Context: an optimization exercise on an open-source flow, tuned for small area and a short achievable clock period. The choices shown serve that exercise and are no tape-out recipe. Where RTL was checked, it was by simulation tests only, not by an equivalence proof against the original. The clock input has no modelled driver; a real chip could not lean on it and would need a root buffer or a full tree. Power is estimated from default activity; no workload was simulated.

## pccore_top
module pccore_top (
    input  logic                      clk,
    input  logic                      arst_n,
    input  logic                      psel,
    input  logic                      penable,
    input  logic                      pwrite,
    input  logic [12-1:0]  paddr,
    input  logic [8-1:0]  pwdata,
    output logic [8-1:0]  prdata,
    output logic                      pready,
    output logic                      pslverr
);
    localparam int NS = 9;
    localparam int NB = (8 - 2);          
    logic [2:0] cnt;
    logic       setup;
    logic       map_q;                            
    logic       start;                            
    assign setup = psel && !penable;
    assign start = setup && (cnt == 3'd0 || cnt[2:1] == 2'b11);
    always_ff @(posedge clk or negedge arst_n) begin
        if (!arst_n) begin
            cnt     <= 3'd0;
            pready  <= 1'b0;
            pslverr <= 1'b0;
        end else begin
            case (cnt)
  ...
Size in the first run: ~470 flip-flops, ~35 I/O pins, ~0.011 mm² of cells after synthesis.
Settings: LEC_CHECK=0, CAP_MARGIN=20, CORE_MARGIN=2, CORE_UTILIZATION=70, CTS_BUF_LIST=sky130_fd_sc_hd__clkbuf_8 sky130_fd_sc_hd__clkbuf_16, CTS_CLUSTER_DIAMETER=100, CTS_CLUSTER_SIZE=30, SETUP_SLACK_MARGIN=3.16, SLEW_MARGIN=20, SYNTH_HIERARCHICAL=1, SYNTH_MINIMUM_KEEP_SIZE=0; clock period 5.0 ns.
standard.sh (not shown) runs the stock make flow with config.mk's settings and CLKGATE_MAP_FILE= SYNTH_SCRIPT=/design/flow/synth_recipe.tcl, a recipe that flattens the netlist after the stock synthesis.
==> flow/flow/run.sh <==
#!/bin/bash
# Standard ORFS layout, with these changes:
#  - clock tree synthesis without dummy balancing loads
#  - port buffers of a small plain buffer cell instead of the tool's default pick
#  - after clock tree synthesis, the tree's branch buffers are removed and the leaf
#    buffers are split among four root buffers fed from the clock port, so every
#    register has a clock path of two buffers (flow/flatten_clock.tcl)
set -euo pipefail
here=$(pwd)
export CTS_ARGS="-sink_clustering_enable -repair_clock_nets -sink_clustering_size 30 -sink_clustering_max_diameter 100 -buf_list {sky130_fd_sc_hd__clkbuf_8 sky130_fd_sc_hd__clkbuf_16} -dont_use_dummy_load"
export BUFFER_PORTS_ARGS="-buffer_cell sky130_fd_sc_hd__buf_2"
bash standard.sh cts > standard_flow_cts.log 2>&1
export RESULTS="$here/orfs/results/$FLOW_PLATFORM/pccore_top/base"
export CLOCK_ROOTS=4
openroad -no_init -exit flow/flatten_clock.tcl > flatten_clock.log 2>&1
bash standard.sh finish > standard_flow_finish.log 2>&1
Other scripts of this flow, unchanged in this note and not shown: flow/flow/flatten_clock.tcl
The baseline finished with timing, DRC and antenna clean.
Then changed:
CORE_UTILIZATION = 74   (was 70)
Clock-buffer cell count stays the same.
Cell count goes down by 2.6%.
Routed wire length goes up by 11%.
Utilization goes up by 3.9 points.
Worst hold slack hardly moves.
Power goes up by 0.70%.
Via count goes up by 4.4%.
Die area goes down by 5.3%.
Worst setup slack gets worse by 0.033 ns.
Then changed:
CORE_UTILIZATION = 70   (was 74)
SETUP_SLACK_MARGIN = 3.22   (was 3.16)
Die area increases by about 5.5%; cell area rose by 1.3%; setup slack improved by 0.0033 ns; area after synthesis is unchanged; wire length is lower by 7.6%.

* * *

pccore_top, a different RTL version from the one above (not shown whole).
Size: roughly 480 flip-flops, ~13000 sq um of cells after synthesis.
clock: 5.0 ns
lec_check: 0
cap_margin: 20
core_margin: 2
core_utilization: 55
cts_buf_list: sky130_fd_sc_hd__clkbuf_4 sky130_fd_sc_hd__clkbuf_8
cts_cluster_size: 25
setup_slack_margin: 2.8
slew_margin: 20
run.sh (not shown) runs the stock make flow with config.mk's settings and CLKGATE_MAP_FILE= SYNTH_SCRIPT=/design/flow/synth_recipe.tcl, a recipe that flattens the netlist after the stock synthesis.
Stock flow here: none of the scripts above is used.
Next try:
- CORE_UTILIZATION: 55 -> 60
- CTS_BUF_LIST: sky130_fd_sc_hd__clkbuf_4 sky130_fd_sc_hd__clkbuf_8 -> sky130_fd_sc_hd__clkbuf_4 sky130_fd_sc_hd__clkbuf_8 sky130_fd_sc_hd__clkbuf_16
- CTS_CLUSTER_DIAMETER: unset -> 100
- CTS_CLUSTER_SIZE: 25 -> 30
- SETUP_SLACK_MARGIN: 2.8 -> 3.2
After rerunning: Final area drops by 5.2%. Hold slack improves by 0.0037 ns. Core utilization goes up by 3.1 points. Combinational power went up by about 7%. Sequential power hardly moves. Synthesized area does not change.
No run of this note included a check of the RTL's function; only the layout flow was run.

-- re-timing with driven ports --
The results above use ideal ports. As a check the final layouts listed here were re-extracted and re-timed, cells and wires unchanged. Step 1: set_driving_cell puts a clkbuf_16 on clk and a buf_2 on each other input, an assumption about the parent block. Step 2 times the ports against the registers' clock, not the clock port: input delays grow and output delays shrink by t, the midpoint of the rising clock arrivals with the driver on. a / b / c = no drivers / after step 1 / after step 2; a / b = the first two.
run	t (ns)	setup slack, ns	worst setup path at the end	worst register clock-pin slew, ns	worst data-port slew with drivers (ns)
the first run of note 1	0.403	3.172 / 3.076 / 3.013	input to register	0.11 / 0.11	0.03
the second run of note 1	0.410	3.139 / 3.066 / 2.870	input to register	0.11 / 0.11	0.03
the third run of note 1	0.413	3.143 / 3.058 / 2.803	input to register	0.11 / 0.11	0.03
the first run of note 2	0.607	2.822 / 2.798 / 2.425	input to register	0.07 / 0.07	0.04
the second run of note 2	0.576	2.959 / 2.910 / 2.748	input to register	0.11 / 0.11	0.04
After both steps setup and hold are still met in every run listed. For the first run of note 2, which loses most, drivers alone change the setup slack by -0.024 ns; drivers and shift together by -0.397 ns.
